From an optimization exercise on the open Yosys and OpenROAD flow, aimed at small area, a short achievable clock period and few clock cycles per item; shortcuts taken in it are not production practice.
RTL that was checked went through simulation tests only; none was proved equivalent to the original.
Power and IR drop assume default switching activity.

// date_text_to_day_number
module date_text_to_day_number (
    input  wire logic   i_clk,
    input  wire logic   i_rst_n,
    input  wire logic          i_char_valid,
    output logic               o_char_ready,
    input  wire logic [7:0]    i_char_code,
    input  wire logic          i_char_last,
    output logic               o_day_valid,
    input  wire logic          i_day_ready,
    output logic [21:0]        o_day_number,
    output logic               o_day_status
);
    localparam logic [3:0] S_M0 = 4'd0, S_M1 = 4'd1, S_M2 = 4'd2,
                           S_D0 = 4'd4, S_D1 = 4'd5, S_OK = 4'd6, S_BAD = 4'd7,
                           S_Y0 = 4'd8, S_Y1 = 4'd9, S_Y2 = 4'd10, S_Y3 = 4'd11,
                           S_D2 = 4'd12;
    logic       r_rdy;
    logic       e_v, e_sl, e_last;
    logic [9:0] e_ohn;      
    logic [9:0] e_oh;
    logic       e_dig;      
    logic [3:0] e_d;
    logic [3:0]  r_st;
    logic [3:0]  r_mon;
    logic        r_mbad;
    logic        r_gt2;      
    logic [6:0]  r_day;
    logic        r_dadd;     
    logic        r_aodd;     
    logic        r_codd;     
    logic        r_z;        
    logic        r_gt, r_eq;  
    logic [21:0] r_acc;      
    logic        r_c1;       
    logic        r_c2;       
    logic        r_c3;       
    logic        r_status;
    logic        r_pend;     
    logic        r_ov;
  ...
==> flow/config.mk <==
export PLATFORM = sky130hd
export DESIGN_NAME = date_text_to_day_number
export DESIGN_NICKNAME = date_text_to_day_number
export VERILOG_FILES = /design/flow/design.v
export SDC_FILE = /design/flow/constraint.sdc
export NUM_CORES = 4
export LEC_CHECK = 0
export ABC_CLOCK_PERIOD_IN_PS = 2800
export CAP_MARGIN = 20
export CORE_MARGIN = 2
export CORE_UTILIZATION = 40
export CTS_BUF_LIST = sky130_fd_sc_hd__clkbuf_4 sky130_fd_sc_hd__clkbuf_8
export SETUP_SLACK_MARGIN = 4.6
export SLEW_MARGIN = 20
==> flow/constraint.sdc <==
create_clock -name core_clock -period 7.5 [get_ports {i_clk}]
set_input_delay 1.5000 -clock core_clock [delete_from_list [all_inputs] [get_ports {i_clk}]]
set_output_delay 1.5000 -clock core_clock [all_outputs]
set_load 0.01 [all_outputs]
standard.sh (not shown) runs the stock make flow with config.mk's settings and CLKGATE_MAP_FILE= SYNTH_SCRIPT=/design/flow/synth_recipe.tcl, a recipe that flattens the netlist after the stock synthesis.
==> flow/flow/run.sh <==
#!/bin/bash
# The standard layout (the standard.sh: ORFS synthesis through finish),
# with two changes:
# - the buffers that placement puts on the input and output ports are buf_2
#   cells instead of ORFS's default choice for sky130hd, a slow delay cell
#   (clkdlybuf4s50_1); every port still gets its own buffer;
# - clock tree synthesis uses clkbuf_4/clkbuf_8 and adds no dummy loads
#   (ORFS's own arguments otherwise).
# The make output goes to flow_make.log; ORFS keeps each step's log under
# orfs/logs/.
set -euo pipefail
export BUFFER_PORTS_ARGS="-buffer_cell sky130_fd_sc_hd__buf_2"
export CTS_ARGS="-sink_clustering_enable -repair_clock_nets -buf_list {sky130_fd_sc_hd__clkbuf_4 sky130_fd_sc_hd__clkbuf_8} -dont_use_dummy_load"
bash standard.sh finish > flow_make.log 2>&1
The starting point finished with timing, DRC and antenna clean.
Testbench counts at the start, summed over its fixed seeds: cycles 28,567, items 3,200.
==> next run, changes <==
--- a/flow/design.v
+++ b/flow/design.v
@@ -119,17 +119,16 @@
     logic       r_rdy;
     logic       e_v, e_sl, e_last;
     logic [9:0] e_ohn;      
     logic [9:0] e_oh;
     logic       e_dig;      
     logic [3:0] e_d;
     logic [3:0]  r_st;
-    logic [3:0]  r_mon;
-    logic        r_mbad;
-    logic        r_gt2;      
+    logic [3:0]  r_mon;      
+    logic        gt2;        
     logic [6:0]  r_day;
     logic        r_dadd;     
     logic        r_aodd;     
     logic        r_codd;     
     logic        r_z;        
     logic        r_gt, r_eq;  
     logic [21:0] r_acc;      
@@ -140,15 +139,14 @@
     logic        r_pend;     
     logic        r_ov;
     logic        yd;         
     logic [1:0]  pos;        
     logic        acc_evt, busy, consume, fin;
     logic [3:0]  n_st, st_next;
     logic [3:0]  n_mon;
-    logic        n_mbad;
     logic [6:0]  n_day;
     logic [21:0] op1, op2, op2m;
     logic        add, zero;
     logic [3:0]  p;
     logic [3:0]  r_p;        
     logic [3:0]  p_next;
     logic        busy_next;
@@ -176,29 +174,27 @@
         pos     = r_st[1:0];
         acc_evt = e_last || yd;
         busy    = r_ov || r_pend;
         consume = e_v && !(acc_evt && busy);
         fin     = consume && e_last;
         n_st   = r_st;
         n_mon  = r_mon;
-        n_mbad = r_mbad;
         n_day  = r_day;
         case (r_st)
             S_M0: begin
-                n_mbad = 1'b0;
                 if (e_dig)     begin n_st = S_M1; n_mon = e_d; end
                 else if (e_sl) begin n_st = S_D0; n_mon = 4'd0; n_day = 7'd0; end
                 else           n_st = S_BAD;
             end
             S_M1: begin
                 if (e_dig) begin
                     n_st = S_M2;
                     if (r_mon == 4'd0)                         n_mon = e_d;
                     else if (r_mon == 4'd1 && e_d <= 4'd2)     n_mon = 4'd10 + e_d;
-                    else                                       n_mbad = 1'b1;
+                    else                                       n_mon = 4'd15;
                 end
                 else if (e_sl) begin n_st = S_D0; n_day = 7'd0; end
                 else           n_st = S_BAD;
             end
             S_M2: begin
                 if (e_dig)     begin n_st = S_D1; n_day = {3'd0, e_d}; end
                 else if (e_sl) begin n_st = S_D0; n_day = 7'd0; end
@@ -248,19 +244,20 @@
         n_eq = r_eq;
         if (yd) begin
             if (pos == 2'd0 || r_eq) begin
                 n_gt = (e_d > ref_d);
                 n_eq = (e_d == ref_d);
             end
         end
-        ok = (n_st == S_OK) && (n_gt || n_eq) && !r_mbad;
+        ok = (n_st == S_OK) && (n_gt || n_eq) && (r_mon != 4'd15);
         c1[1] = r_aodd ? (|e_oh[9:6]) : (|e_oh[9:8]);
         c1[0] = r_aodd ? (|e_oh[5:2]) : (|e_oh[7:4]);
-        if (e_oh[0]) leap_c = r_gt2 && !r_codd && !r_z;
-        else         leap_c = r_gt2 && (r_codd ? (e_oh[2] | e_oh[6]) : (e_oh[4] | e_oh[8]));
+        gt2 = (r_mon > 4'd2);
+        if (e_oh[0]) leap_c = gt2 && !r_codd && !r_z;
+        else         leap_c = gt2 && (r_codd ? (e_oh[2] | e_oh[6]) : (e_oh[4] | e_oh[8]));
         p = r_p;
         op2 = ({22{p[0]}} & dtdn_pkg::tab0(e_oh))
             | ({22{p[1]}} & (dtdn_pkg::tab1(e_oh) | {20'd0, c1}))
             | ({22{p[2]}} & dtdn_pkg::tab2(e_oh))
             | ({22{p[3]}} & {10'd0, dtdn_pkg::tab3(e_oh, r_codd, r_z)});
         add  = consume && yd;
         zero = fin && !ok;
@@ -336,16 +333,14 @@
                 r_st <= e_last ? S_M0 : n_st;
             end
         end
     end
     always_ff @(posedge i_clk) begin
         if (consume) begin
             r_mon  <= n_mon;
-            r_mbad <= n_mbad;
-            r_gt2  <= (n_mon > 4'd2);
             r_day  <= n_day;
         end
         if (consume && yd) begin
             r_gt <= n_gt;
             r_eq <= n_eq;
             case (pos)
                 2'd0: r_aodd <= e_d[0];
After rerunning:
- The changed run passed the timing, design-rule and antenna checks
- cell area falls by a few percent
- total power falls by a few percent
- wire length falls by a few percent
- sequential share of layout area falls by 0.40 points
- die area falls by a few percent
- setup slack got worse by 81 ps
- final cell count falls slightly
- via count falls slightly
Testbench counts after the change, summed over its fixed seeds: cycles 28,567, items 3,200.

========
## main
Another version of the RTL of date_text_to_day_number (not shown whole).
For scale: ~670 cells after synthesis, about 65 flip-flops, about 38 I/O pins, about 5300 µm² of cells after synthesis.
// date_text_to_day_number
module date_text_to_day_number (
    input  wire logic   i_clk,
    input  wire logic   i_rst_n,
    input  wire logic          i_char_valid,
    output logic               o_char_ready,
    input  wire logic [7:0]    i_char_code,
    input  wire logic          i_char_last,
    output logic               o_day_valid,
    input  wire logic          i_day_ready,
    output logic [21:0]        o_day_number,
    output logic               o_day_status
);
clock: 7.5 ns
lec_check: 0
abc_clock_period_in_ps: 3000
cap_margin: 20
core_margin: 2
core_utilization: 40
cts_buf_list: sky130_fd_sc_hd__clkbuf_4 sky130_fd_sc_hd__clkbuf_8
setup_slack_margin: 4.2
slew_margin: 20
run.sh (not shown) runs the stock make flow with config.mk's settings and CLKGATE_MAP_FILE= SYNTH_SCRIPT=/design/flow/synth_recipe.tcl, a recipe that flattens the netlist after the stock synthesis.
Stock flow here: none of the scripts above is used.
> inputs changed (main -> the feature branch)
--- a/flow/design.v
+++ b/flow/design.v
@@ -131,13 +131,12 @@
     logic        r_codd;     
     logic        r_z;        
     logic        r_gt, r_eq;  
     logic [21:0] r_acc;      
     logic        r_c1;       
     logic        r_c2;       
-    logic        r_c3;       
     logic        r_status;
     logic        r_pend;     
     logic        r_ov;
     logic        yd;         
     logic [1:0]  pos;        
     logic        acc_evt, busy, consume, fin;
@@ -146,16 +145,15 @@
     logic        n_mbad;
     logic [6:0]  n_day;
     logic [21:0] op1, op2, op2m;
     logic        add, zero;
     logic [3:0]  p;
     logic [9:0]  cum_b;
-    logic [7:0]  s0;
-    logic [7:0]  s1;
-    logic [6:0]  s2;
-    logic [5:0]  s3;
+    logic [9:0]  s0;
+    logic [8:0]  s1;
+    logic [7:0]  s2;
     logic [1:0]  c1;
     logic        leap_c;
     logic        ok;
     logic        n_gt, n_eq;
     logic [3:0]  ref_d;
     logic        ov_next, pend_next;
@@ -260,25 +258,24 @@
             | ({22{p[3]}} & {10'd0, dtdn_pkg::tab3(e_oh, r_codd, r_z)});
         add  = consume && yd;
         zero = fin && !ok;
         cum_b = dtdn_pkg::cum_days_b(r_mon);
         op1  = p[0] ? {13'd6942, cum_b[8:0]} : r_acc;
         op2m = op2 | {15'd0, {7{r_dadd}} & r_day};
-        s0 = {1'b0, op1[5:0], 1'b1}   + {1'b0, op2m[5:0], p[3] && leap_c};
-        s1 = {1'b0, op1[11:6], 1'b1}  + {1'b0, op2m[11:6], r_c1};
-        s2 = {1'b0, op1[16:12], 1'b1} + {1'b0, op2m[16:12], r_c2};
-        s3 = {op1[21:17], 1'b1}       + {op2m[21:17], r_c3};
+        s0 = {1'b0, op1[7:0], 1'b1}   + {1'b0, op2m[7:0], p[3] && leap_c};
+        s1 = {1'b0, op1[14:8], 1'b1}  + {1'b0, op2m[14:8], r_c1};
+        s2 = {op1[21:15], 1'b1}       + {op2m[21:15], r_c2};
     end
     assign in_dig = (i_char_code[7:4] == 4'h3) && (i_char_code[3:0] <= 4'd9);
     always_comb begin
         for (int k = 0; k < 10; k++) in_oh[k] = (i_char_code == 8'(8'h30 + k));
     end
     assign in_sl  = (i_char_code == 8'h2F);
     always_comb begin
-        ov_next   = (r_ov && !i_day_ready) || (r_pend && !r_c1 && !r_c2 && !r_c3 && !r_dadd);
-        pend_next = fin || (r_pend && (r_c1 || r_c2 || r_c3 || r_dadd));
+        ov_next   = (r_ov && !i_day_ready) || (r_pend && !r_c1 && !r_c2 && !r_dadd);
+        pend_next = fin || (r_pend && (r_c1 || r_c2 || r_dadd));
         if (r_rdy) begin
             ev_next_v    = i_char_valid;
             ev_next_dig  = in_dig;
             ev_next_last = i_char_last;
         end else begin
             ev_next_v    = e_v && !consume;
@@ -308,21 +305,19 @@
         if (!i_rst_n) begin
             r_st   <= S_M0;
             r_ov   <= 1'b0;
             r_pend <= 1'b0;
             r_c1   <= 1'b0;
             r_c2   <= 1'b0;
-            r_c3   <= 1'b0;
             r_dadd <= 1'b0;
         end else begin
             r_ov   <= ov_next;
             r_pend <= pend_next;
-            r_c1   <= !zero && s0[7];
+            r_c1   <= !zero && s0[9];
             r_dadd <= add && pos == 2'd3 && !zero;
-            r_c2   <= !zero && s1[7];
-            r_c3   <= !zero && s2[6];
+            r_c2   <= !zero && s1[8];
             if (consume) begin
                 r_st <= e_last ? S_M0 : n_st;
             end
         end
     end
     always_ff @(posedge i_clk) begin
@@ -345,13 +340,13 @@
                 default: ;
             endcase
         end
         if (zero) begin
             r_acc <= 22'd0;
         end else begin
-            r_acc <= {s3[5:1], s2[5:1], s1[6:1], s0[6:1]};
+            r_acc <= {s2[7:1], s1[7:1], s0[8:1]};
         end
         if (fin) begin
             r_status <= !ok;
         end
     end
     assign o_char_ready = r_rdy;
==> notes.md <==
The feature branch vs. main: maximum fanout count along the critical path went up by 8.
STATUS register-to-register slack: the feature branch wins against main
Taking main as the reference point, the die span in y of the feature branch rises by 1.3%.
Re portion of the layout cell area used by clock cells: main was higher than the feature branch.
The feature branch against main: synthesized netlist net count rose by 2.6%; final wirelength decreased by about 8% relative to the old numbers; adder-cell area share of the yosys netlist went down.
Compare main and the feature branch | number of sequential storage elements lower: the feature branch
When the feature branch is measured against main, its synthesized-area fraction occupied by and/or/nand/nor cells turns out 0.26 points higher.
Taking main as the reference, in the feature branch clock skew shows an increase of 0.0038 ns; final total power fell by about 3%.
No run of this note included a check of the RTL's function; only the layout flow was run.

========
Another version of the RTL of date_text_to_day_number (not shown whole).
For scale: roughly 64 flip-flops, ~0.0054 sq mm of cells after synthesis.
clock: 7.5 ns
lec_check: 0
abc_clock_period_in_ps: 3000
cap_margin: 20
core_margin: 2
core_utilization: 40
setup_slack_margin: 4.2
slew_margin: 20
Testbench counts at the start, summed over its fixed seeds: cycles 28,566, items 3,200.
Change:
--- a/flow/design.v
+++ b/flow/design.v
@@ -141,16 +141,17 @@
     logic [1:0]  pos;        
     logic        acc_evt, busy, consume, fin;
     logic [3:0]  n_st, st_next;
     logic [3:0]  n_mon;
     logic        n_mbad;
     logic [6:0]  n_day;
     logic [21:0] op1, op2, op2m;
     logic        add, zero;
+    logic [3:0]  p;
     logic [9:0]  cum_b;
     logic [9:0]  s0;
     logic [8:0]  s1;
     logic [7:0]  s2;
     logic [1:0]  c1;
     logic        leap_c;
     logic        ok;
     logic        n_gt, n_eq;
@@ -245,28 +246,27 @@
                 n_eq = (e_d == ref_d);
             end
         end
         ok = (n_st == S_OK) && (n_gt || n_eq) && !r_mbad;
         c1[1] = r_aodd ? (|e_oh[9:6]) : (|e_oh[9:8]);
         c1[0] = r_aodd ? (|e_oh[5:2]) : (|e_oh[7:4]);
         if (e_oh[0]) leap_c = r_gt2 && !r_codd && !r_z;
         else         leap_c = r_gt2 && (r_codd ? (e_oh[2] | e_oh[6]) : (e_oh[4] | e_oh[8]));
-        case (pos)
-            2'd0:    op2 = dtdn_pkg::tab0(e_oh);
-            2'd1:    op2 = dtdn_pkg::tab1(e_oh) | {20'd0, c1};
-            2'd2:    op2 = dtdn_pkg::tab2(e_oh);
-            default: op2 = {10'd0, dtdn_pkg::tab3(e_oh, r_codd, r_z)};
-        endcase
+        for (int k = 0; k < 4; k++) p[k] = r_st[3] && !busy && (pos == 2'(k));
+        op2 = ({22{p[0]}} & dtdn_pkg::tab0(e_oh))
+            | ({22{p[1]}} & (dtdn_pkg::tab1(e_oh) | {20'd0, c1}))
+            | ({22{p[2]}} & dtdn_pkg::tab2(e_oh))
+            | ({22{p[3]}} & {10'd0, dtdn_pkg::tab3(e_oh, r_codd, r_z)});
         add  = consume && yd;
         zero = fin && !ok;
         cum_b = dtdn_pkg::cum_days_b(r_mon);
-        op1  = (add && r_st[3] && pos == 2'd0) ? {13'd6942, cum_b[8:0]} : r_acc;
-        op2m = add ? op2 : (r_dadd ? {15'd0, r_day} : 22'd0);
-        s0 = {1'b0, op1[7:0], 1'b1}   + {1'b0, op2m[7:0], add && pos == 2'd3 && leap_c};
+        op1  = p[0] ? {13'd6942, cum_b[8:0]} : r_acc;
+        op2m = op2 | {15'd0, {7{r_dadd}} & r_day};
+        s0 = {1'b0, op1[7:0], 1'b1}   + {1'b0, op2m[7:0], p[3] && leap_c};
         s1 = {1'b0, op1[14:8], 1'b1}  + {1'b0, op2m[14:8], r_c1};
         s2 = {op1[21:15], 1'b1}       + {op2m[21:15], r_c2};
     end
     assign in_dig = (i_char_code[7:4] == 4'h3) && (i_char_code[3:0] <= 4'd9);
     always_comb begin
         for (int k = 0; k < 10; k++) in_oh[k] = (i_char_code == 8'(8'h30 + k));
     end
     assign in_sl  = (i_char_code == 8'h2F);
@@ -291,17 +291,17 @@
         end else begin
             e_v   <= ev_next_v;
             r_rdy <= !((ov_next || pend_next) && ev_next_v &&
                        (ev_next_last || (ev_next_dig && st_next[3])));
         end
     end
     always_ff @(posedge i_clk) begin
         if (!e_v || consume) begin
-            e_oh   <= in_oh;
+            e_oh   <= (r_rdy && i_char_valid) ? in_oh : 10'd0;
             e_sl   <= in_sl;
             e_last <= i_char_last;
         end
     end
     always_ff @(posedge i_clk) begin
         if (!i_rst_n) begin
             r_st   <= S_M0;
             r_ov   <= 1'b0;
Final cell count goes down by about 4%.
Synthesized area increases by 0.78%.
Setup slack improved by 0.010 ns.
Final area shrinks by about 5.4%.
Wire length is lower by 9.2%.
Only the layout flow was run in the second run of this note; the RTL was not checked for function there.

-- afterwards: timing with drivers on the ports --
The flow's constraints put no driver on any port. The routed layouts listed below were extracted and timed again, unchanged, in two steps.
Step 1, drivers: a clkbuf_16 drives i_clk and a buf_2 each remaining input, both assumed.
Step 2 also shifts input and output timing later by t, the mid clock arrival at the registers, as if the neighbouring blocks saw the same clock.
Three values: ideal ports, drivers, drivers and shift; two values: the first two.
run | t (ns) | setup slack, ns | worst setup path at the end | worst register clock-pin slew, ns | cell pins on the clock port's net
the first run of note 1 | 0.388 | 4.696 / 4.696 / 4.501 | input to register | 0.09 / 0.09 | 1
the second run of note 1 | 0.389 | 4.615 / 4.615 / 4.588 | input to register | 0.08 / 0.08 | 1
main | 0.407 | 4.298 / 4.298 / 4.298 | register to register | 0.08 / 0.08 | 1
the feature branch | 0.397 | 4.329 / 4.329 / 4.329 | register to register | 0.09 / 0.09 | 1
the first run of note 3 | 0.381 | 4.230 / 4.230 / 4.230 | register to register | 0.05 / 0.05 | 1
the second run of note 3 | 0.380 | 4.240 / 4.240 / 4.240 | register to register | 0.06 / 0.06 | 1
After both steps every run listed still meets setup and hold. For the first run of note 1, which loses most, drivers alone change the setup slack by 0.000 ns; drivers and shift together by -0.195 ns.
